Context: an optimization exercise on an open-source flow, tuned for small area. The choices shown serve that exercise and are no tape-out recipe.
In this exercise RTL edits were held to simulation tests only and were not proved equivalent to the original.
No activity file was given, so power comes from the tool's default toggle rates.

### flow/design.v
module alu_issue_stage #(
  parameter int NREG  = 16,
  parameter int IMM_W = 14
) (
  input  logic               Clk,
  input  logic               Rst,
  input  logic               In_Valid,
  output logic               In_Ready,
  input  logic [31:0]        Instr,
  input  logic               Hold,
  output logic signed [31:0] Reg1,
  output logic signed [31:0] Reg2,
  output logic [15:0]        IV,
  output logic [3:0]         OpCode,
  output logic [3:0]         Cond,
  output logic               S,
  output logic [3:0]         Flag,
  input  logic [31:0]        Result,
  input  logic [3:0]         New_Flag,
  output logic               Retire_Valid,
  output logic [3:0]         Retire_Rd,
  output logic [31:0]        Retire_Data,
  output logic               Retire_Pass,
  input  logic [3:0]         Dbg_Addr,
  output logic [31:0]        Dbg_Data
);
  logic [31:0]     rf_n [NREG];
  logic [NREG-1:0] rf_vld;
  logic [3:0]      flag_q;
  logic        ex_valid;
  logic [3:0]  ex_rn;
  logic [13:0] ex_lo;     
  logic        ex_i;
  logic [3:0]  ex_op;
  logic [3:0]  ex_cond;
  logic        ex_s;
  logic [3:0]  ex_rd;
  logic cond_pass;
  logic fn, fz, fc, fv;
  assign {fn, fz, fc, fv} = flag_q;
  always_comb begin
    cond_pass = 1'b0;
    case (ex_cond)
      4'h0: cond_pass = fz;
      4'h1: cond_pass = !fz;
      4'h2: cond_pass = fc;
      4'h3: cond_pass = !fc;
      4'h4: cond_pass = fn;
      4'h5: cond_pass = !fn;
      4'h6: cond_pass = fv;
      4'h7: cond_pass = !fv;
      4'h8: cond_pass = fc && !fz;
      4'h9: cond_pass = !fc || fz;
      4'hA: cond_pass = (fn == fv);
      4'hB: cond_pass = (fn != fv);
      4'hC: cond_pass = !fz && (fn == fv);
      4'hD: cond_pass = fz || (fn != fv);
      4'hE: cond_pass = 1'b1;
      default: cond_pass = 1'b0;
    endcase
  end
  logic commit;
  assign commit = ex_valid && cond_pass;
  always_ff @(posedge Clk) begin
    if (!Hold && commit) rf_n[ex_rd] <= ~Result;
  end
  always_ff @(posedge Clk or posedge Rst) begin
    if (Rst) begin
      rf_vld       <= '0;
      flag_q       <= '0;
      ex_valid     <= 1'b0;
      Retire_Valid <= 1'b0;
    end else if (Hold) begin
      Retire_Valid <= 1'b0;
    end else begin
      Retire_Valid <= ex_valid;
      if (commit) begin
        rf_vld[ex_rd] <= 1'b1;
        if (ex_s) flag_q <= New_Flag;
      end
      ex_valid <= In_Valid;
    end
  end
  always_ff @(posedge Clk) begin
    if (!Hold) begin
      ex_rn   <= Instr[17:14];
      ex_lo   <= Instr[13:0];
      ex_i    <= Instr[22];
      ex_op   <= Instr[27:24];
      ex_cond <= Instr[31:28];
      ex_s    <= Instr[23];
      ex_rd   <= Instr[21:18];
    end
  end
  always_ff @(posedge Clk) begin
    Retire_Rd   <= ex_rd;
    Retire_Data <= Result;
    Retire_Pass <= cond_pass;
  end
  logic [NREG-1:0] sel1, sel2, seld;
  always_comb begin
    for (int k = 0; k < NREG; k++) begin
      sel1[k] = rf_vld[k] && (ex_rn == k);
      sel2[k] = rf_vld[k] && !ex_i && (ex_lo[13:10] == k);
      seld[k] = rf_vld[k] && (Dbg_Addr == k);
    end
  end
  always_comb begin
    Reg1     = '0;
    Reg2     = '0;
    Dbg_Data = '0;
    for (int k = 0; k < NREG; k++) begin
      Reg1     = Reg1     | ~({32{~sel1[k]}} | rf_n[k]);
      Reg2     = Reg2     | ~({32{~sel2[k]}} | rf_n[k]);
      Dbg_Data = Dbg_Data | ~({32{~seld[k]}} | rf_n[k]);
    end
  end
  assign IV       = ex_i ? {{(16-IMM_W){1'b0}}, ex_lo} : 16'd0;
  assign In_Ready = ~Hold;
  assign OpCode   = ex_op;
  assign Cond     = ex_cond;
  assign S        = ex_s;
  assign Flag     = flag_q;
endmodule
### flow/flow/run.sh
#!/bin/bash
# Standard ORFS layout with these changes: port buffers use the smallest
# buffer cell; CTS uses clkbuf_4 with 9-sink clusters (50 um diameter) and
# no dummy loads; the large buffers (8x and up) are added to the
# platform's don't-use list (passed to make as a variable), so repair uses
# smaller ones.
set -euo pipefail
export BUFFER_PORTS_ARGS="-buffer_cell sky130_fd_sc_hd__buf_1"
export CTS_ARGS="-sink_clustering_enable -repair_clock_nets -dont_use_dummy_load -sink_clustering_size 9 -sink_clustering_max_diameter 50 -buf_list {sky130_fd_sc_hd__clkbuf_4}"
PLAT=$(make -s -C "$FLOW_HOME" DESIGN_CONFIG="$PWD/config.mk" WORK_HOME="$PWD/orfs" print-DONT_USE_CELLS 2> print_dont_use.log | sed -n 's/^DONT_USE_CELLS: //p')
echo "$PLAT" | grep -q probe_p_8
EXTRA="sky130_fd_sc_hd__buf_8 sky130_fd_sc_hd__buf_12 sky130_fd_sc_hd__buf_16 sky130_fd_sc_hd__bufbuf_8 sky130_fd_sc_hd__bufbuf_16 sky130_fd_sc_hd__bufinv_8 sky130_fd_sc_hd__bufinv_16 sky130_fd_sc_hd__clkbuf_16"
echo "DONT_USE_CELLS=$PLAT $EXTRA" > dont_use.txt
bash standard.sh "DONT_USE_CELLS=$PLAT $EXTRA" finish > flow_make.log 2>&1
### flow/standard.sh
#!/bin/bash
# synth_recipe.tcl (not shown) runs the flow's synth.tcl, then flattens the netlist and writes it again
# the make line also repeats each setting of config.mk as NAME=value (left out here)
make -C /OpenROAD-flow-scripts/flow DESIGN_CONFIG=/design/flow/config.mk WORK_HOME=/design/flow/orfs CLKGATE_MAP_FILE= SYNTH_SCRIPT=/design/flow/synth_recipe.tcl "${@:-finish}"
### flow/config.mk
export PLATFORM = sky130hd
export DESIGN_NAME = alu_issue_stage
export DESIGN_NICKNAME = alu_issue_stage
export VERILOG_FILES = /design/flow/design.v
export SDC_FILE = /design/flow/constraint.sdc
export NUM_CORES = 4
export LEC_CHECK = 0
export CAP_MARGIN = 20
export CORE_MARGIN = 2
export CORE_UTILIZATION = 55
export SETUP_SLACK_MARGIN = 0.05
export SLEW_MARGIN = 20
### flow/constraint.sdc
create_clock -name core_clock -period 4.5 [get_ports {Clk}]
set_input_delay 0.9000 -clock core_clock [delete_from_list [all_inputs] [get_ports {Clk}]]
set_output_delay 0.9000 -clock core_clock [all_outputs]
set_load 0.01 [all_outputs]
==> flow_summary.json, run 1 <==
{
  "hold_viol_final": 0,
  "worst-r2r-setup-slack_ns": 0.81,
  "hpwl_um": 69340,
  "setup_viol": 1,
  "ir_drop_v": 0.0002608,
  "ios": 240,
  "die_height_um": 223.1,
  "wl_um": 120000,
  "grt_pass1_vias": 23930,
  "startpoint_type": "register",
  "fillers": 3855,
  "postRouteAntennaNets": 0,
  "reg2regPathDepth": 6,
  "cts_root_buf": "clkbuf_4",
  "die_area_um2": 49760,
  "path_class": "register to output port",
  "globalplace.congestion": 0.9915,
  "yosysWarnings": 1,
  "area_growth_pct": 10.33,
  "wl_per_cell_um": 38.49,
  "grt_usage_pct": 47.22,
  "p_total_w": 0.01077,
  "layout_setup_ws_ns": -0.02488,
  "drc": 0,
  "drt_pass1_iterations": 10,
  "cp-end-kind": "output port",
  "synth_top_area_share_pct": 61.89,
  "critPathLaunch": "ex_lo[10]$_DFFE_PN_",
  "crit_fanout": 14,
  "holdBufCountCts": 0,
  "synth_ff_type": "edfxtp_1",
  "num_rows": 80,
  "clock_sinks": 603,
  "synth_seq_area_share_pct": 66.78,
  "numCtsBuffers": 80,
  "syn_avg_cell_area_um2": 12.02,
  "ys_ff_latch": 603,
  "synth-edff-count": 544,
  "crit_chain": "and2_1, nand4_1, buf_2, o22ai_1, nor4_1, nand3_1, buf_1",
  "slew_violations": 0,
  "cp.arrival_ns": 3.62,
  "max_stage_delay_ns": 0.58,
  "synthTopCellsByArea": "edfxtp_1, o22ai_1, nor2_1, dfxtp_1, clkbuf_1",
  "fin_skew_ns": 0.09785,
  "max_freq_mhz": 221.0,
  "cap_violations": 0,
  "cp_data_required_time_ns": 3.60,
  "io_buffers": 237,
  "max-slew-margin-rel_pct": 13.49,
  "rsz0062_at_grt": "yes",
  "timing.rr.end": "rf_n[15][27]$_DFFE_PP_",
  "initial_utilization_pct": 55.52,
  "coreArea_um2": 47550,
  "status": "failed layout checks",
  "vias": 25320,
  "crit_slowest_cell": "buf_2",
  "synthDistinctLibCells": 40,
  "fin_crit_sh_pct": 100.6,
  "synth_area_um2": 26400,
  "async_flop_share_pct": 3.648,
  "so_faults": "setup timing",
  "synth_top_area_cell": "edfxtp_1",
  "nets": 2582,
  "clock_latency_ns": 0.90,
  "p_leak_nw": 9.298,
  "tns_ns": -0.02488,
  "clk_path_buf_depth": 3,
  "antenna_found_initial": 2,
  "gr-total-overflow": 0,
  "grt_first_pass_wirelength_um": 166900,
  "worst_pin_slew_ns": 1.298,
  "clk_pin_slew_ns": 0.10,
  "htree_levels": 3,
  "grt_max_degree": 34,
  "power_density_nw_per_um2": 369.7,
  "hold_path_class": "primary input to asynchronous set/reset pin",
  "netlist_instances": 2196,
  "via_per_inst": 8.122,
  "fin_crit_ns": 4.525,
  "rr_startpoint": "ex_cond[0]$_DFFE_PN_",
  "final_layout_size_suffix_gt1_share_pct": 11.92,
  "drtIter0Drc": 6596,
  "die_x_um": 223.1,
  "cts_tree": "done"
}
## per-layer routing
| layer | part of all wire (%) | vias up | global-route usage (%) |
|---|---|---|---|
| li1 | - | 9573 | - |
| met4 | 9.4 | 0 | 30.42 |
| met2 | 41 | 3069 | 68.08 |
| met1 | 33 | 11630 | 59.76 |
| met3 | 17 | 1042 | 18.24 |
| met5 | 0 | - | 0.3910 |
## final cells by class
| type | count | area (um^2) | share of cell area [%] |
|---|---|---|---|
| repair buffers | 386 | 1770 | 6.079 |
| clock buffers | 80 | 600.6 | 2.062 |
| diodes | 3 | 7.507 | 0.02578 |
| flip-flops and latches | 603 | 17630 | 60.53 |
| multi-input cells | 1391 | 8202 | 28.16 |
| well taps | 615 | 769.5 | 2.642 |
| inverters | 39 | 146.4 | 0.5027 |
## stage by stage
step           instance area, um^2  cells  setup slack (ns)  hold slack (ns)  utilization (%)
2_1_floorplan                26400   2197           -0.2951           0.3462                -
3_3_place_gp                 28370   3019            0.6177           0.4784            59.67
3_5_place_dp                 28370   3019            0.5511           0.4882            59.67
4_1_cts                      29010   3103           0.05744          0.08775            61.02
5_1_grt                      29120   3116           0.06625          0.09731            61.25
6_report                     29120   3117          -0.02488           0.1252            61.25
## cells in the mapped netlist (all sizes together) (13+ instances only)
master / instances
a31o: 15
and2: 22
and4: 13
clkbuf: 152
dfrtp: 22
dfxtp: 37
edfxtp: 544
inv: 39
nand2: 18
nand3: 43
nand4: 87
nor2: 323
nor2b: 13
nor4: 36
o22ai: 771
## registers in the layout, indices dropped and copies added, names as in the netlist
| name | flops |
|---|---|
| Retire_Data | 32 |
| ex_s | 1 |
| flag_q | 4 |
| ex_valid | 1 |
| ex_rd | 4 |
| ex_op | 4 |
| rf_vld | 16 |
| rf_n | 512 |
| Retire_Rd | 4 |
| Retire_Valid | 1 |
| ex_i | 1 |
| ex_rn | 4 |
| ex_lo | 14 |
| Retire_Pass | 1 |
| ex_cond | 4 |
## logic make-up (layout without fill, tap and decap cells)
kind of cell               count (synthesis)  count (layout)  synth area share, %
AOI/OAI and AO/OA                        797             797                19.07
DFF                                      603             603                66.78
and+or+nand+nor                          575             575                10.41
buffers and inverters                    203             505                3.038
muxes                                      7               7               0.2891
adders and majority gates                  5               5               0.2370
xor gates and xnor gates                   5               5               0.1659
other                                      1               5              0.01421
## how the worst max path moves through the flow
stage                                      end  slack [ns]  cells after the start
after floorplan           rf_n[0][0]$_DFFE_PP_       -0.30                      3
after global placement            Dbg_Data[10]        0.62                      8
after detailed placement          Dbg_Data[10]        0.55                      8
after CTS                             Reg1[30]        0.06                      7
after global routing                  Reg1[30]        0.07                      7
final                                  Reg2[8]       -0.02                      7
## report_power, final
group / total (W) / switching (W) / internal [W]
Clock: 0.00264 / 0.00183 / 0.000816
Sequential: 0.00652 / 0.000238 / 0.00628
Combinational: 0.00161 / 0.00111 / 0.000497
## repair_timing
| action | 4_1_cts | 5_1_grt |
|---|---|---|
| pin swaps | 1 | 3 |
| resized for setup | 4 | 7 |
| setup endpoints to repair | 38 | 44 |
| buffers inserted | 4 | 11 |
## critical path: cells and delay by family, from the launching register on
family	cells	cell delay [ns]
flip-flops	1	0.56
AO/OA/AOI/OAI	1	0.15
buffers and inverters	2	0.77
AND/OR/NAND/NOR	4	1.25
## cell usage in the layout (no fill, tap or decap), types with 18 or more instances in the layout
cell type	count
clkbuf_4	80
nor2_1	321
o22ai_1	771
nor4_1	36
dfxtp_1	37
nand2_1	18
edfxtp_1	544
dfrtp_1	22
buf_2	95
nand4_1	87
buf_4	54
inv_1	39
nand3_2	22
buf_1	237
and2_1	22
==> inputs of run 2 (changes only) <==
--- a/flow/flow/run.sh
+++ b/flow/flow/run.sh
@@ -2,10 +2,10 @@
 # Standard ORFS layout with these changes: port buffers use the smallest
 # buffer cell; CTS uses clkbuf_4 with 9-sink clusters (50 um diameter) and
-# no dummy loads; the large buffers (8x and up) are added to the
+# no dummy loads and a clkbuf_8 root buffer; the large buffers (8x and up) are added to the
 # platform's don't-use list (passed to make as a variable), so repair uses
 # smaller ones.
 set -euo pipefail
 export BUFFER_PORTS_ARGS="-buffer_cell sky130_fd_sc_hd__buf_1"
-export CTS_ARGS="-sink_clustering_enable -repair_clock_nets -dont_use_dummy_load -sink_clustering_size 9 -sink_clustering_max_diameter 50 -buf_list {sky130_fd_sc_hd__clkbuf_4}"
+export CTS_ARGS="-sink_clustering_enable -repair_clock_nets -dont_use_dummy_load -sink_clustering_size 9 -sink_clustering_max_diameter 50 -buf_list {sky130_fd_sc_hd__clkbuf_4} -root_buf sky130_fd_sc_hd__clkbuf_8"
 PLAT=$(make -s -C "$FLOW_HOME" DESIGN_CONFIG="$PWD/config.mk" WORK_HOME="$PWD/orfs" print-DONT_USE_CELLS 2> print_dont_use.log | sed -n 's/^DONT_USE_CELLS: //p')
 echo "$PLAT" | grep -q probe_p_8
==> flow_summary.json, run 2 <==
{
  "gr-total-overflow": 0,
  "route.met2.wl_um": 49260,
  "grt_pass1_vias": 23980,
  "vias": 25220,
  "synthTopCellsByArea": "edfxtp_1, o22ai_1, nor2_1, dfxtp_1, clkbuf_1",
  "fin_crit_ns": 4.454,
  "cts_tree": "done",
  "ir_drop_v": 0.0002604,
  "final_cell_area_um2": 29100,
  "netlist_instances": 2196,
  "hold_slack_ns": 0.3190,
  "wl_per_cell_um": 38.54,
  "clk_path_buf_depth": 3,
  "dp_slack_ns": 0.5511,
  "clock_sinks": 603,
  "cp_top_family": "simple AND/OR/NAND/NOR gates",
  "largest_registers": "rf_n x512, Retire_Data x32, rf_vld x16",
  "worst_pin_slew_ns": 1.306,
  "htree_levels": 3,
  "synth_top_area_share_pct": 61.89,
  "hold_viol_final": 0,
  "intPower_w": 0.007686,
  "largest_register_ffs": 512,
  "dp_cells": 3019,
  "crit_slowest_cell": "nand3_2",
  "grt_max_degree": 34,
  "crit_fanout": 14,
  "antenna_found_initial": 1,
  "drt_pass1_iterations": 13,
  "max-slew-margin-rel_pct": 12.91,
  "hpwl_um": 69340,
  "syn_avg_cell_area_um2": 12.02,
  "die_x_um": 223.1,
  "num_rows": 80,
  "clock_latency_ns": 0.70,
  "numCtsBuffers": 80,
  "cts_root_buf": "clkbuf_8",
  "grt_usage_pct": 47.29,
  "status": "no timing/DRC/antenna violations",
  "io_buffers": 237,
  "top_register": "rf_n",
  "netlist_top_cells_count": "o22ai_1, edfxtp_1, nor2_1",
  "startpoint_type": "register",
  "setup_viol": 0,
  "synthDistinctLibCells": 40,
  "hold_path_class": "primary input to register",
  "initial_utilization_pct": 55.52,
  "max_stage_delay_ns": 0.75,
  "drc": 0,
  "nets": 2574,
  "cp.arrival_ns": 3.55,
  "post_dp_cell_area_um2": 28370,
  "highest_layer": "met5",
  "cp-end-kind": "output port",
  "sequentialPowerShare_pct": 59.9,
  "yosysMostFrequentCell": "o22ai_1",
  "area_growth_pct": 10.23,
  "fin_cells": 3108,
  "yosysWarnings": 1,
  "wl_um": 119800,
  "ios": 240,
  "grt_first_pass_wirelength_um": 167200,
  "via_per_inst": 8.115,
  "synth-edff-count": 544,
  "postRouteAntennaNets": 0,
  "path_class": "register to output port",
  "die_area_um2": 49760,
  "synth_ff_type": "edfxtp_1",
  "worst-path-buf-inv": 2,
  "cap_violations": 0,
  "crit_chain": "nor2b_1, nand3_2, buf_4, o22ai_1, nor2_1, nand4_1, buf_1",
  "slew_violations": 0,
  "rsz0062_at_grt": "no",
  "ys_ff_latch": 603,
  "power_density_nw_per_um2": 373.6,
  "globalplace.congestion": 0.9915,
  "final_layout_size_suffix_gt1_share_pct": 11.48,
  "async_flop_share_pct": 3.648,
  "synth_area_um2": 26400,
  "wl_met3_um": 20880,
  "drtIter0Drc": 6949,
  "synth_top_area_cell": "edfxtp_1",
  "swShare_pct": 29.30,
  "coreArea_um2": 47550,
  "synth_seq_area_share_pct": 66.78,
  "most-common-layout-cells": "o22ai_1, edfxtp_1, nor2_1, buf_1, buf_2",
  "clockPowerShare_pct": 25.4,
  "p_sw_w": 0.003185,
  "comb_power_share_pct": 14.7,
  "fin_skew_ns": 0.07270,
  "die_height_um": 223.1,
  "worst-r2r-setup-slack_ns": 0.82,
  "fin_crit_sh_pct": 98.99,
  "clk_pin_slew_ns": 0.09,
  "layout_setup_ws_ns": 0.04557,
  "max_freq_mhz": 224.5,
  "cp_data_required_time_ns": 3.60,
  "p_leak_nw": 9.297,
  "holdBufCountCts": 0,
  "wl_met1_um": 38790,
  "final_common_cell": "o22ai_1"
}
[run 2: cell count changes in the layout (fill, tap and decap cells not counted)]
cell	previous run	this run
clkbuf_4	80	71
clkbuf_8	0	9
buf_2	95	89
nand3_2	22	25
nand3_4	6	3
buf_4	54	52
nor2_1	321	323
nor2_2	2	0
diode_2	3	2
nor2b_1	11	12
nor2b_2	2	1
nor3b_1	2	3
nor3b_2	4	3
[run 2: final cells by class]
| type | instances | area, um^2 |
|---|---|---|
| Fill cell | 3858 | 18450 |
| Sequential cell | 603 | 17630 |
| Multi-Input combinational cell | 1391 | 8167 |
| Timing Repair Buffer | 378 | 1725 |
| Tap cell | 615 | 769.5 |
| Clock buffer | 80 | 656.9 |
| Inverter | 39 | 146.4 |
| Antenna cell | 2 | 5.005 |
[run 2: worst reg2reg max path, delay by kind of cell (launching register included)]
family                 cells  cell delay [ns]
and+or+nand+nor            3             1.95
DFF                        1             0.55
buffers and inverters      1             0.48
AOI/OAI and AO/OA          1             0.30
muxes                      1             0.07
[run 2: final timing paths]
| check | from | endpoint | cells past startpoint |
|---|---|---|---|
| setup / recovery | ex_rn[2]$_DFFE_PN_ | Reg1[30] | 7 |
| hold / removal | Result[31] | Retire_Data[31]$_DFF_P_ | 1 |
| setup reg to reg | ex_cond[0]$_DFFE_PN_ | rf_n[15][27]$_DFFE_PP_ | 6 |
| hold reg to reg | ex_rd[0]$_DFFE_PN_ | Retire_Rd[0]$_DFF_P_ | 0 |
| max in group asynchronous | Rst | flag_q[0]$_DFFE_PP0P_ | 2 |
| min in group asynchronous | Rst | rf_vld[8]$_DFFE_PP0P_ | 2 |
[run 2: cell families (layout without fill, tap and decap cells)]
logic type / after synthesis / count (layout) / share of synthesized area, %
AOI/OAI and AO/OA: 797 / 797 / 19.07
DFF: 603 / 603 / 66.78
and+or+nand+nor: 575 / 575 / 10.41
buffers and inverters: 203 / 497 / 3.038
muxes: 7 / 7 / 0.2891
adders and majority gates: 5 / 5 / 0.2370
xor gates and xnor gates: 5 / 5 / 0.1659
other: 1 / 4 / 0.01421
[run 2: layer usage]
metal | up-vias | GRT usage, %
met4 | 2 | 29.83
li1 | 9553 | -
met5 | - | 0.3910
met3 | 992 | 17.82
met1 | 11590 | 60.24
met2 | 3086 | 68.37
[run 2: power by group through the flow]
stage | Clock, W | Combinational (W) | Sequential [W]
finish | 0.00276 | 0.00160 | 0.00651
global route | 0.00295 | 0.00165 | 0.00653
CTS | 0.00276 | 0.00152 | 0.00650
detailed placement | 0 | 0.00152 | 0.00662
global placement | 0 | 0.00150 | 0.00661
floorplan | 0 | 0.000903 | 0.00653
[run 2: per-stage QoR]
stage                     utilization (%)  setup TNS (ns)  total power, W
after detailed placement            59.67               0        0.008137
after global placement              59.67               0        0.008113
after floorplan                         -          -28.33        0.007437
after CTS                           61.10               0         0.01078
after global routing                61.19               0         0.01113
final                               61.20               0         0.01087
[run 2: what timing repair did]
| item | in CTS | in global routing |
|---|---|---|
| gates cloned | 0 | 0 |
| setup endpoints to repair | 31 | 24 |
| setup buffers | 3 | 4 |
| pin swaps | 1 | 1 |
| resized for setup | 1 | 3 |
==> inputs of run 3 (changes only) <==
==> flow/flow/run.sh (replaced) <==
#!/bin/bash
# Standard ORFS layout with these changes: port buffers use the smallest
# buffer cell; CTS uses clkbuf_4 with 10-sink clusters (50 um diameter) and
# no dummy loads and a clkbuf_8 root buffer; the large buffers (8x and up) are added to the
# platform's don't-use list (passed to make as a variable), so repair uses
# smaller ones.
set -euo pipefail
export BUFFER_PORTS_ARGS="-buffer_cell sky130_fd_sc_hd__buf_1"
export CTS_ARGS="-sink_clustering_enable -repair_clock_nets -dont_use_dummy_load -sink_clustering_size 10 -sink_clustering_max_diameter 50 -buf_list {sky130_fd_sc_hd__clkbuf_4} -root_buf sky130_fd_sc_hd__clkbuf_8"
PLAT=$(make -s -C "$FLOW_HOME" DESIGN_CONFIG="$PWD/config.mk" WORK_HOME="$PWD/orfs" print-DONT_USE_CELLS 2> print_dont_use.log | sed -n 's/^DONT_USE_CELLS: //p')
echo "$PLAT" | grep -q probe_p_8
EXTRA="sky130_fd_sc_hd__buf_8 sky130_fd_sc_hd__buf_12 sky130_fd_sc_hd__buf_16 sky130_fd_sc_hd__bufbuf_8 sky130_fd_sc_hd__bufbuf_16 sky130_fd_sc_hd__bufinv_8 sky130_fd_sc_hd__bufinv_16 sky130_fd_sc_hd__clkbuf_16"
echo "DONT_USE_CELLS=$PLAT $EXTRA" > dont_use.txt
bash standard.sh "DONT_USE_CELLS=$PLAT $EXTRA" finish > flow_make.log 2>&1
==> flow_summary.json, run 3 <==
{
  "largest_register_ffs": 512,
  "hold_slack_ns": 0.3088,
  "final_common_cell": "o22ai_1",
  "die_height_um": 223.1,
  "most-common-layout-cells": "o22ai_1, edfxtp_1, nor2_1, buf_1, buf_2",
  "status": "no timing/DRC/antenna violations",
  "p_leak_nw": 9.274,
  "numCtsBuffers": 75,
  "netlist_top_cells_count": "o22ai_1, edfxtp_1, nor2_1",
  "hold_viol_final": 0,
  "wl_per_cell_um": 38.52,
  "synthDistinctLibCells": 40,
  "synth_top_area_cell": "edfxtp_1",
  "worst_pin_slew_ns": 1.341,
  "p_total_w": 0.01082,
  "drt_pass1_iterations": 10,
  "synthAdderAreaFrac_pct": 0.2370,
  "crit_chain": "nor2_1, nand3_2, buf_2, o22ai_1, nor2_1, nand4_1, buf_1",
  "fin_crit_ns": 4.451,
  "yosysMostFrequentCell": "o22ai_1",
  "vias": 25270,
  "power_density_nw_per_um2": 372.6,
  "synth_area_um2": 26400,
  "cp-end-kind": "output port",
  "path_common_cell": "nor2_1",
  "timing.rr.end": "rf_n[15][16]$_DFFE_PP_",
  "fin_skew_ns": 0.04689,
  "cp_top_family": "simple AND/OR/NAND/NOR gates",
  "drc": 0,
  "slew_violations": 0,
  "wl_um": 119500,
  "min-delay-start": "Result[7]",
  "cts_tree": "done",
  "synth_ff_type": "edfxtp_1",
  "grt_usage_pct": 47.15,
  "crit_slowest_cell": "nand3_2",
  "met1_usage_pct": 59.82,
  "path_class": "register to output port",
  "grt_pass1_vias": 23830,
  "synthSimpleGateAreaFrac_pct": 10.41,
  "startpoint_type": "register",
  "synth_top_family_by_area": "compound AO/OA/AOI/OAI gates",
  "rr_startpoint": "ex_cond[0]$_DFFE_PN_",
  "max_freq_mhz": 224.7,
  "synth-edff-count": 544,
  "cp_data_required_time_ns": 3.60,
  "rsz0062_at_grt": "no",
  "synth_seq_area_share_pct": 66.78,
  "grt_max_degree": 34,
  "reg2regPathDepth": 6,
  "gr-total-overflow": 0,
  "fillers": 3855,
  "cap_violations": 0,
  "min_to": "Retire_Data[7]$_DFF_P_",
  "final_layout_size_suffix_gt1_share_pct": 11.30,
  "drtIter0Drc": 6973,
  "via_per_inst": 8.144,
  "crit_fanout": 14,
  "antenna_found_initial": 0,
  "top_usage_layer": "met2",
  "synthMuxAreaShare_pct": 0.2892,
  "ios": 240,
  "grt_use_met2_pct": 67.98,
  "clock_sinks": 603,
  "setup_viol": 0,
  "grt_first_pass_wirelength_um": 166700,
  "area_growth_pct": 10.06,
  "cp.arrival_ns": 3.55,
  "ir_drop_v": 0.0002621,
  "synth_top_area_share_pct": 61.89,
  "syn_avg_cell_area_um2": 12.02,
  "fin_crit_sh_pct": 98.91,
  "hpwl_um": 69340,
  "netlist_instances": 2196,
  "worst-path-buf-inv": 2,
  "globalplace.congestion": 0.9915,
  "max-slew-margin-rel_pct": 10.62,
  "synthTopCellsByArea": "edfxtp_1, o22ai_1, nor2_1, dfxtp_1, clkbuf_1",
  "largest_registers": "rf_n x512, Retire_Data x32, rf_vld x16",
  "gr-usage-met3_pct": 17.70,
  "async_flop_share_pct": 3.648,
  "clk_path_buf_depth": 3,
  "die_x_um": 223.1,
  "dp_slack_ns": 0.5511,
  "worst-r2r-setup-slack_ns": 0.81,
  "htree_levels": 3,
  "coreArea_um2": 47550,
  "ys_ff_latch": 603,
  "top_register": "rf_n",
  "synthXorXnorAreaFrac_pct": 0.1659,
  "nets": 2569,
  "clk_pin_slew_ns": 0.11,
  "synth_compound_area_share_pct": 19.07,
  "holdPathStages": 1,
  "die_area_um2": 49760,
  "num_rows": 80,
  "clock_latency_ns": 0.71,
  "cts_root_buf": "clkbuf_8",
  "postRouteAntennaNets": 0,
  "max_stage_delay_ns": 0.71,
  "initial_utilization_pct": 55.52,
  "io_buffers": 237,
  "yosysWarnings": 1,
  "hold_path_class": "primary input to register",
  "layout_setup_ws_ns": 0.04916
}
run 3: cell counts after synthesis:
No cell type changed its count.
run 3: how the worst max path moves through the flow:
stage | start | to | slack, ns | depth (start not counted)
6_report | ex_rn[3]$_DFFE_PN_ | Reg1[10] | 0.05 | 7
5_1_grt | ex_rn[3]$_DFFE_PN_ | Reg1[29] | 0.06 | 7
4_1_cts | ex_i$_DFFE_PN_ | Reg2[30] | 0.11 | 7
3_5_place_dp | Dbg_Addr[3] | Dbg_Data[10] | 0.55 | 8
3_3_place_gp | Dbg_Addr[3] | Dbg_Data[10] | 0.62 | 8
2_1_floorplan | Hold | rf_n[0][0]$_DFFE_PP_ | -0.30 | 3
run 3: cells by family (layout without fill, tap and decap cells):
kind of cell / count (synthesis) / count (layout)
flops: 603 / 603
compound gates: 797 / 797
fa+ha+maj: 5 / 5
mux: 7 / 7
buf+inv: 203 / 492
other cells: 1 / 4
simple gates: 575 / 575
xor+xnor: 5 / 5
run 3: layout make-up:
cell class	count	area, um^2	area share [%]
flip-flops and latches	603	17630	60.67
multi-input cells	1391	8159	28.08
repair buffers	378	1725	5.939
well taps	615	769.5	2.649
clock buffers	75	619.3	2.132
inverters	39	146.4	0.5039
diodes	2	5.005	0.01723
run 3: power breakdown:
group	leakage, nW	total (W)	switching [W]	internal (W)
clock	0.368	0.00271	0.00185	0.000864
combinational	3.40	0.00160	0.00111	0.000493
sequential	5.51	0.00651	0.000233	0.00628
run 3: what timing repair did:
item	CTS	global route
hold buffers	0	0
setup buffers	3	4
pin swaps	1	1
setup endpoints to repair	31	23
gates resized for setup	1	2
run 3: metrics by stage:
stage               setup TNS (ns)  instances  area (um^2)  util [%]
CTS                              0       3097        29010     61.02
global route                     0       3101        29050     61.09
floorplan                   -28.33       2197        26400         -
detailed placement               0       3019        28370     59.67
finish                           0       3103        29050     61.10
global placement                 0       3019        28370     59.67
run 3: layer usage:
metal  routed length [um]  part of all wire (%)  vias up
li1                     -                     -     9546
met1                38640                    32    11580
met2                48510                    41     3067
met3                21020                    18     1081
met4                11370                   9.5        0
met5                    0                     0        -
==> inputs of run 4 (changes only) <==
==> flow/flow/run.sh (replaced) <==
#!/bin/bash
# ORFS layout (the standard.sh make command) with these changes:
#  - synthesis reads flow/design_map.sv: the same RTL as rtl/alu_issue_stage.sv
#    except that the three register-file read ports are written as
#    sky130 OAI22/NOR4/NAND2 cell instances (all registers unchanged);
#  - port buffers use the smallest buffer cell;
#  - CTS uses clkbuf_4 with 9-sink clusters (50 um) and no dummy loads.
set -euo pipefail
export BUFFER_PORTS_ARGS="-buffer_cell sky130_fd_sc_hd__buf_1"
export CTS_ARGS="-sink_clustering_enable -repair_clock_nets -dont_use_dummy_load -sink_clustering_size 9 -sink_clustering_max_diameter 50 -buf_list {sky130_fd_sc_hd__clkbuf_4}"
MAP="$PWD/flow/design_map.sv"
sed "s|^make -C \(.*\) \"\\\${@:-finish}\"\$|make -C \1 VERILOG_FILES=$MAP \"\${@:-finish}\"|" standard.sh > standard_map.sh
grep -q "VERILOG_FILES=$MAP" standard_map.sh
bash standard_map.sh > flow_make.log 2>&1
==> flow/flow/design_map.sv (new file) <==
// alu_issue_stage
//   Issue/writeback stage wrapped around an external combinational ALU.
//
//   The operand bus is read combinationally from the register file using the
//   Ex instruction's registered source indices. While an instruction sits in
//   Ex the register file already holds the values it would have read at
//   acceptance (including the forwarded result of its predecessor, which was
//   committed at the accepting edge), and it cannot change until the edge that
//   retires it. This removes the operand registers and the forwarding muxes.
//
//   The register file has no reset; a per-register valid bit (reset to 0)
//   masks stale contents so every register reads 0 after reset.
module alu_issue_stage #(
  parameter int NREG  = 16,
  parameter int IMM_W = 14
) (
  input  logic               Clk,
  input  logic               Rst,
  input  logic               In_Valid,
  output logic               In_Ready,
  input  logic [31:0]        Instr,
  input  logic               Hold,
  output logic signed [31:0] Reg1,
  output logic signed [31:0] Reg2,
  output logic [15:0]        IV,
  output logic [3:0]         OpCode,
  output logic [3:0]         Cond,
  output logic               S,
  output logic [3:0]         Flag,
  input  logic [31:0]        Result,
  input  logic [3:0]         New_Flag,
  output logic               Retire_Valid,
  output logic [3:0]         Retire_Rd,
  output logic [31:0]        Retire_Data,
  output logic               Retire_Pass,
  input  logic [3:0]         Dbg_Addr,
  output logic [31:0]        Dbg_Data
);

  // Architectural state
  logic [31:0]     rf_n [NREG];
  logic [NREG-1:0] rf_vld;
  logic [3:0]      flag_q;

  // Ex pipeline register
  logic        ex_valid;
  logic [3:0]  ex_rn;
  logic [13:0] ex_lo;    // Rm in [13:10], immediate in [13:0]
  logic        ex_i;
  logic [3:0]  ex_op;
  logic [3:0]  ex_cond;
  logic        ex_s;
  logic [3:0]  ex_rd;

  // Condition check of the Ex instruction against the committed flags.
  logic cond_pass;
  logic fn, fz, fc, fv;
  assign {fn, fz, fc, fv} = flag_q;

  always_comb begin
    cond_pass = 1'b0;
    case (ex_cond)
      4'h0: cond_pass = fz;
      4'h1: cond_pass = !fz;
      4'h2: cond_pass = fc;
      4'h3: cond_pass = !fc;
      4'h4: cond_pass = fn;
      4'h5: cond_pass = !fn;
      4'h6: cond_pass = fv;
      4'h7: cond_pass = !fv;
      4'h8: cond_pass = fc && !fz;
      4'h9: cond_pass = !fc || fz;
      4'hA: cond_pass = (fn == fv);
      4'hB: cond_pass = (fn != fv);
      4'hC: cond_pass = !fz && (fn == fv);
      4'hD: cond_pass = fz || (fn != fv);
      4'hE: cond_pass = 1'b1;
      default: cond_pass = 1'b0;
    endcase
  end

  logic commit;
  assign commit = ex_valid && cond_pass;

  // Register file: no reset, written on commit. Stored inverted, which
  // lets each read-port term map to an OR-AND-invert cell.
  always_ff @(posedge Clk) begin
    if (!Hold && commit) rf_n[ex_rd] <= ~Result;
  end

  always_ff @(posedge Clk or posedge Rst) begin
    if (Rst) begin
      rf_vld       <= '0;
      flag_q       <= '0;
      ex_valid     <= 1'b0;
      Retire_Valid <= 1'b0;
    end else if (Hold) begin
      Retire_Valid <= 1'b0;
    end else begin
      Retire_Valid <= ex_valid;
      if (commit) begin
        rf_vld[ex_rd] <= 1'b1;
        if (ex_s) flag_q <= New_Flag;
      end
      ex_valid <= In_Valid;
    end
  end

  // Ex fields: only meaningful while ex_valid, so loaded on every free edge.
  always_ff @(posedge Clk) begin
    if (!Hold) begin
      ex_rn   <= Instr[17:14];
      ex_lo   <= Instr[13:0];
      ex_i    <= Instr[22];
      ex_op   <= Instr[27:24];
      ex_cond <= Instr[31:28];
      ex_s    <= Instr[23];
      ex_rd   <= Instr[21:18];
    end
  end

  // Retire record: only meaningful in the cycle after a free edge.
  always_ff @(posedge Clk) begin
    Retire_Rd   <= ex_rd;
    Retire_Data <= Result;
    Retire_Pass <= cond_pass;
  end

  // Read ports: one-hot selects masked by the valid bits.
  logic [NREG-1:0] sel1, sel2, seld;
  always_comb begin
    for (int k = 0; k < NREG; k++) begin
      sel1[k] = rf_vld[k] && (ex_rn == k);
      sel2[k] = rf_vld[k] && !ex_i && (ex_lo[13:10] == k);
      seld[k] = rf_vld[k] && (Dbg_Addr == k);
    end
  end

  // Read ports mapped by hand: per bit, eight OAI22 cells each select one of
  // two rows (active-low select, inverted data), two NOR4 and a NAND2.
  logic [NREG-1:0] sn1, sn2, snd;
  assign sn1 = ~sel1;
  assign sn2 = ~sel2;
  assign snd = ~seld;

  for (genvar b = 0; b < 32; b++) begin : g_rd
    logic [7:0] p1, p2, pd;
    logic [1:0] n1, n2, nd;
    for (genvar j = 0; j < 8; j++) begin : g_pair
      sky130_fd_sc_hd__o22ai_1 u_p1 (.A1(sn1[2*j]), .A2(rf_n[2*j][b]), .B1(sn1[2*j+1]), .B2(rf_n[2*j+1][b]), .Y(p1[j]));
      sky130_fd_sc_hd__o22ai_1 u_p2 (.A1(sn2[2*j]), .A2(rf_n[2*j][b]), .B1(sn2[2*j+1]), .B2(rf_n[2*j+1][b]), .Y(p2[j]));
      sky130_fd_sc_hd__o22ai_1 u_pd (.A1(snd[2*j]), .A2(rf_n[2*j][b]), .B1(snd[2*j+1]), .B2(rf_n[2*j+1][b]), .Y(pd[j]));
    end
    for (genvar h = 0; h < 2; h++) begin : g_half
      sky130_fd_sc_hd__nor4_1 u_n1 (.A(p1[4*h]), .B(p1[4*h+1]), .C(p1[4*h+2]), .D(p1[4*h+3]), .Y(n1[h]));
      sky130_fd_sc_hd__nor4_1 u_n2 (.A(p2[4*h]), .B(p2[4*h+1]), .C(p2[4*h+2]), .D(p2[4*h+3]), .Y(n2[h]));
      sky130_fd_sc_hd__nor4_1 u_nd (.A(pd[4*h]), .B(pd[4*h+1]), .C(pd[4*h+2]), .D(pd[4*h+3]), .Y(nd[h]));
    end
    sky130_fd_sc_hd__nand2_1 u_o1 (.A(n1[0]), .B(n1[1]), .Y(Reg1[b]));
    sky130_fd_sc_hd__nand2_1 u_o2 (.A(n2[0]), .B(n2[1]), .Y(Reg2[b]));
    sky130_fd_sc_hd__nand2_1 u_od (.A(nd[0]), .B(nd[1]), .Y(Dbg_Data[b]));
  end

  assign IV       = ex_i ? {{(16-IMM_W){1'b0}}, ex_lo} : 16'd0;
  assign In_Ready = ~Hold;
  assign OpCode   = ex_op;
  assign Cond     = ex_cond;
  assign S        = ex_s;
  assign Flag     = flag_q;

endmodule
==> flow_summary.json, run 4 <==
{
  "dp_cells": 2816,
  "fin_skew_ns": 0.05536,
  "synthMuxAreaShare_pct": 0.2801,
  "most-common-layout-cells": "o22ai_1, edfxtp_1, buf_1, nor4_1, nand2_1",
  "synthTopCellsByArea": "edfxtp_1, o22ai_1, nor4_1, dfxtp_1, dfrtp_1",
  "async_flop_share_pct": 3.648,
  "antenna_found_initial": 1,
  "fillers": 3393,
  "synth_compound_area_share_pct": 19.79,
  "grt_usage_pct": 41.91,
  "final_cell_area_um2": 29170,
  "synthDistinctLibCells": 39,
  "status": "failed layout checks",
  "synthAdderAreaFrac_pct": 0.2457,
  "max-slew-margin-rel_pct": 35.19,
  "synth_top_area_share_pct": 64.17,
  "netlist_instances": 1899,
  "synth_seq_area_share_pct": 69.24,
  "nets": 2397,
  "fin_crit_sh_pct": 100.8,
  "crit_fanout": 14,
  "layout_setup_ws_ns": -0.03725,
  "yosysMostFrequentCell": "o22ai_1",
  "holdPathStages": 1,
  "timing.rr.end": "rf_n[2][0]$_DFFE_PP_",
  "wl_um": 104400,
  "final_common_cell": "o22ai_1",
  "so_faults": "setup timing",
  "die_x_um": 219.1,
  "clock_sinks": 603,
  "setup_viol": 1,
  "ios": 240,
  "synth_ff_type": "edfxtp_1",
  "slew_violations": 0,
  "worst-r2r-setup-slack_ns": 1.24,
  "vias": 23440,
  "wl_per_cell_um": 35.80,
  "post_dp_cell_area_um2": 28210,
  "utilization_pct": 64.00,
  "worst-path-buf-inv": 2,
  "p_leak_nw": 9.750,
  "netlist_top_cells_count": "o22ai_1, edfxtp_1, nor4_1",
  "coreArea_um2": 45580,
  "io_buffers": 237,
  "postRouteAntennaNets": 0,
  "cp_top_family": "simple AND/OR/NAND/NOR gates",
  "dp_slack_ns": 0.3967,
  "num_rows": 78,
  "cp.arrival_ns": 3.64,
  "drt_pass1_iterations": 13,
  "drc": 0,
  "rsz0062_at_grt": "yes",
  "min_to": "Retire_Data[23]$_DFF_P_",
  "via_per_inst": 8.039,
  "power_density_nw_per_um2": 363.5,
  "ys_ff_latch": 603,
  "die_height_um": 219.1,
  "cts_root_buf": "clkbuf_4",
  "die_area_um2": 48020,
  "crit_chain": "nand3_2, buf_4, o22ai_1, nor4_1, nand2_1, buf_1",
  "final_layout_size_suffix_gt1_share_pct": 11.19,
  "min-delay-start": "Result[23]",
  "synth-edff-count": 544,
  "path_class": "register to output port",
  "fin_cells": 2916,
  "cts_tree": "done",
  "area_growth_pct": 14.57,
  "synth_top_area_cell": "edfxtp_1",
  "initial_utilization_pct": 55.86,
  "numCtsBuffers": 78,
  "ir_drop_v": 0.0003090,
  "max_freq_mhz": 220.4,
  "syn_avg_cell_area_um2": 13.41,
  "grt_pass1_vias": 22020,
  "clock_latency_ns": 0.88,
  "synthSimpleGateAreaFrac_pct": 9.200,
  "hold_viol_final": 0,
  "cp-end-kind": "output port",
  "grt_max_degree": 34,
  "holdBufCountCts": 0,
  "worst_pin_slew_ns": 0.9721,
  "drtIter0Drc": 4966,
  "largest_registers": "rf_n x512, Retire_Data x32, rf_vld x16",
  "cap_violations": 0,
  "clk_pin_slew_ns": 0.09,
  "synth_top_family_by_area": "compound AO/OA/AOI/OAI gates",
  "clk_path_buf_depth": 3,
  "hold_path_class": "primary input to register",
  "largest_register_ffs": 512,
  "synth_area_um2": 25460,
  "rr_startpoint": "ex_cond[0]$_DFFE_PN_",
  "max_stage_delay_ns": 0.78,
  "hpwl_um": 60090,
  "cp_data_required_time_ns": 3.60,
  "globalplace.congestion": 0.9426,
  "htree_levels": 3,
  "reg2regPathDepth": 6,
  "synthXorXnorAreaFrac_pct": 0.1671,
  "startpoint_type": "register",
  "crit_slowest_cell": "nor4_1",
  "gr-total-overflow": 0,
  "top_register": "rf_n",
  "fin_crit_ns": 4.537,
  "grt_first_pass_wirelength_um": 143300,
  "yosysWarnings": 1
}
## run 4: cell count changes after synthesis, sizes merged, moves of 13 or more
cell / previous run / this run
nor4: 36 / 192
clkbuf: 152 / 7
and4: 13 / 0
nand2: 18 / 101
nor2: 323 / 11
nand4: 87 / 17
and3: 2 / 21
## run 4: logic make-up after synthesis
logic type	Yosys count
compound gates	798
mux	6
other cells	1
buf+inv	58
fa+ha+maj	5
simple gates	424
flops	603
xor+xnor	4
## run 4: worst max path at each step
stage                           endpoint             startpoint  cells past startpoint
CTS                              Reg1[8]     ex_rn[0]$_DFFE_PN_                      7
finish                      Dbg_Data[30]  rf_vld[2]$_DFFE_PP0P_                      6
floorplan           rf_n[1][0]$_DFFE_PP_                   Hold                      5
detailed placement           Dbg_Data[7]            Dbg_Addr[3]                      8
global placement            Dbg_Data[31]            Dbg_Addr[3]                      8
global route                    Reg1[21]     ex_rn[3]$_DFFE_PN_                      7
## run 4: metrics by stage
step / hold WS [ns] / TNS, ns / total power [W]
after floorplan: 0.3462 / 0 / 0.007344
after global placement: 0.4781 / 0 / 0.007936
after detailed placement: 0.4817 / 0 / 0.007969
after CTS: 0.1067 / 0 / 0.01049
after global routing: 0.1176 / 0 / 0.01086
final: 0.1415 / -0.03725 / 0.01060
## run 4: area by class of cell
cell class | count | area [um^2] | area share [%]
Antenna cell | 2 | 5.005 | 0.01716
Clock buffer | 78 | 585.6 | 2.008
Inverter | 40 | 150.1 | 0.5148
Multi-Input combinational cell | 1244 | 7985 | 27.38
Sequential cell | 603 | 17630 | 60.44
Tap cell | 600 | 750.7 | 2.574
Timing Repair Buffer | 349 | 2063 | 7.074
## run 4: worst reg2reg max path, cell delays in order, from the launching register on
cell and delay (ns):
edfxtp_1 0.54, xnor2_1 0.19, or3_1 0.31, a21oi_1 0.21, or3_1 0.42, and3_2 0.93
buf_4 0.36
## run 4: layer usage
layer / GRT usage [%] / part of all wire (%) / up-vias / wire length (um)
met5: 0 / 0 / - / 0
met4: 20.38 / 6.3 / 0 / 6564
met3: 14.54 / 18 / 598 / 18560
met2: 61.52 / 42 / 2621 / 44020
met1: 55.93 / 34 / 10990 / 35260
li1: - / - / 9236 / -
## run 4: repair_timing
item	CTS	global route
endpoints found under the hold margin	0	0
gates cloned	1	4
setup endpoints to repair	64	48
buffers inserted	13	2
pin swaps	7	5
resized for setup	20	14
## run 4: where the power goes
part           internal, W  switching (W)  total [W]
Clock             0.000797        0.00180    0.00260
Combinational     0.000493       0.000986    0.00148
Sequential         0.00626       0.000259    0.00652
Total              0.00755        0.00305     0.0106

static timing again, ports no longer ideal:
Ports are ideal in the flow. The routed layouts listed here were re-timed in OpenROAD. Step 1 assumes that a clkbuf_16 drives the clock port and a buf_2 every other input. Step 2, shift: input delay + t, output delay - t, t = (earliest + latest rising clock arrival at the registers) / 2. This alone moves slack from input paths to output paths. Slacks: no drivers / after step 1 / after step 2; pairs: no drivers / after step 1.
| run | shift t [ns] | slack for setup (ns) | clock arrival spread, ns |
|---|---|---|---|
| run 1 | 0.911 | -0.025 / -0.080 / 0.286 | 0.105 / 0.104 |
| run 2 | 0.724 | 0.046 / -0.011 / 0.278 | 0.077 / 0.078 |
| run 3 | 0.750 | 0.049 / -0.014 / 0.269 | 0.050 / 0.050 |
| run 4 | 0.904 | -0.037 / -0.088 / 0.057 | 0.055 / 0.056 |
